Source: an optimization exercise on an open RTL-to-GDS flow (aim: a short achievable clock period and few clock cycles per item). Production flows keep margins and buffers that such runs may drop. At most, simulation tests tie the RTL to the original design; equivalence was not proved. No activity file was given, so power comes from the tool's default toggle rates.

// processor
module processor (
    input  wire logic             clock_i,
    input  wire logic             reset_i,
    output logic [31:0]           imem_addr_o,
    input  wire logic [31:0]      imem_data_i,
    output logic [31:0]           dmem_addr_o,
    output logic [31:0]           dmem_wdata_o,
    output logic                  dmem_wren_o,
    input  wire logic [31:0]      dmem_rdata_i,
    output logic                  rf_write_en_o,
    output logic [4:0]            rf_write_reg_o,
    output logic [31:0]           rf_write_data_o,
    output logic [4:0]            rf_read_reg_a_o,
    output logic [4:0]            rf_read_reg_b_o,
    input  wire logic [31:0]      rf_read_data_a_i,
    input  wire logic [31:0]      rf_read_data_b_i
);
    localparam int SHORT = 6;   
    logic [31:0] pc_q;
    logic        fd_v;
    logic [31:0] fd_ins;
    logic [4:0]  fd_rb;       
    logic [31:0] fd_pc;
    logic [31:0] fd_pc1;      
    logic        fd_hit;      
    logic        fd_pred;     
    logic        fd_rtype;
    logic        fd_addi;
    logic        fd_lw;
    logic        fd_lw_nz;    
    logic        fd_sw;
    logic        fd_br;       
    logic        fd_bne;
    logic        dx_v;
  ...
Size in the first run: ~280 I/O pins.
clock: 7.0 ns
lec_check: 0
abc_area: 1
cap_margin: 20
core_margin: 2
core_utilization: 40
setup_slack_margin: 4.5
slew_margin: 20
standard.sh (not shown) runs the stock make flow with config.mk's settings and CLKGATE_MAP_FILE= SYNTH_SCRIPT=/design/flow/synth_recipe.tcl, a recipe that flattens the netlist after the stock synthesis.
==> flow/flow/run.sh <==
#!/bin/bash
# The standard layout, with faster cells as the port buffers (ORFS's
# buffer_ports otherwise picks a delay cell, which repair_timing does not
# always resize). Every tool's output goes to a log file of its own.
set -euo pipefail
bash standard.sh "BUFFER_PORTS_ARGS=-buffer_cell sky130_fd_sc_hd__buf_6" finish > standard_flow.log 2>&1
The starting point completed with no timing, DRC or antenna violations.
Rerun with:
- CORE_UTILIZATION: 40 -> 65
- PLACE_DENSITY_LB_ADDON: default -> 0.2
Effect: With this change the flow stopped in 5_1_grt; area after synthesis does not change; synthesized cell count does not change.
No run of this note included a check of the RTL's function; only the layout flow was run.

Another version of the RTL of processor (not shown whole).
For scale: ~5000 cells after synthesis, about 470 flip-flops, about 0.031 mm² of cells after synthesis.
==> flow/config.mk <==
export PLATFORM = sky130hd
export DESIGN_NAME = processor
export DESIGN_NICKNAME = processor
export VERILOG_FILES = /design/flow/design.v
export SDC_FILE = /design/flow/constraint.sdc
export NUM_CORES = 4
export LEC_CHECK = 0
export ABC_AREA = 1
export CAP_MARGIN = 20
export CORE_MARGIN = 2
export CORE_UTILIZATION = 40
export PLACE_DENSITY = 0.7
export SETUP_SLACK_MARGIN = 4.5
export SLEW_MARGIN = 20
==> flow/constraint.sdc <==
create_clock -name core_clock -period 7.0 [get_ports {clock_i}]
set_input_delay 1.4000 -clock core_clock [delete_from_list [all_inputs] [get_ports {clock_i}]]
set_output_delay 1.4000 -clock core_clock [all_outputs]
set_load 0.01 [all_outputs]
Scripts as last shown in full above: flow/flow/run.sh
Testbench counts at the start, summed over its fixed seeds: cycles 20,603, instrs 18,352.
Then changed:
--- a/flow/config.mk
+++ b/flow/config.mk
@@ -10,5 +10,4 @@
 export CORE_MARGIN = 2
 export CORE_UTILIZATION = 40
-export PLACE_DENSITY = 0.7
 export SETUP_SLACK_MARGIN = 4.5
 export SLEW_MARGIN = 20
Outcome:
- global-route usage rose by 1.7 points
- total power rose by 5.4%
- worst setup slack gains 0.0075 ns
- clock skew rose by 0.0068 ns
- via count fell by 0.36%
- area after synthesis stays the same
- final area rose by 2.0%
- routed wire length rose by 4.3%

processor, a different RTL version from the one above (not shown whole).
Size in the first run: ~27000 um2 of cells after synthesis.
clock: 7.0 ns
lec_check: 0
abc_area: 1
cap_margin: 20
core_margin: 2
core_utilization: 40
setup_slack_margin: 4.5
slew_margin: 20
Scripts as last shown in full above: flow/flow/run.sh
The baseline ran to the end with no violations.
Rerun with:
==> flow/run.sh (new file) <==
#!/bin/bash
# synth_recipe.tcl (not shown) runs the flow's synth.tcl, then flattens the netlist and writes it again
# the make line also repeats each setting of config.mk as NAME=value (left out here)
make -C /OpenROAD-flow-scripts/flow DESIGN_CONFIG=/design/flow/config.mk WORK_HOME=/design/flow/orfs CLKGATE_MAP_FILE= SYNTH_SCRIPT=/design/flow/synth_recipe.tcl finish
removed: flow/flow/run.sh
removed: flow/standard.sh
After rerunning: The changed run went through all stages and came out clean. Total power came out lower by 1.9%. Critical path depth goes down by 6. First-iteration DRC count fell by 3.4%. Non-clock buffer count went down by 38. Setup slack is worse by 0.029 ns. Flip-flop and latch count is unchanged. Area after synthesis stays the same. Die area stays the same. Sequential power is about the same. Cell count decreases by 0.70%. Utilization falls by 1.5 points.
Function was not checked in any run of this note: the RTL went through the layout flow alone.

## what the ideal ports hide
The flow's constraints put no driver on any port. The routed layouts listed below were extracted and timed again, unchanged, in two steps.
Step 1, drivers: a clkbuf_16 drives clock_i and a buf_2 each remaining input, both assumed.
Step 2 also shifts input and output timing later by t, the mid clock arrival at the registers, as if the neighbouring blocks saw the same clock.
Three values: no drivers, after step 1, after step 2; two values: the first two.
run	t, ns	setup slack, ns	latest minus earliest clock arrival (ns)	worst data-port slew with drivers (ns)	cell pins on the clock port's net
the first run of note 1	0.724	4.153 / 4.154 / 3.440	0.040 / 0.040	0.12	1
the first run of note 2	0.706	4.276 / 4.202 / 3.690	0.044 / 0.044	0.08	1
the second run of note 2	0.696	4.283 / 4.213 / 3.586	0.052 / 0.052	0.10	1
the first run of note 3	0.661	4.089 / 4.116 / 3.455	0.037 / 0.037	0.08	1
the second run of note 3	0.663	4.060 / 4.103 / 3.440	0.033 / 0.032	0.06	1
After both steps every run listed still meets setup and hold. For the first run of note 1, which loses most, drivers alone change the setup slack by +0.001 ns; drivers and shift together by -0.713 ns.
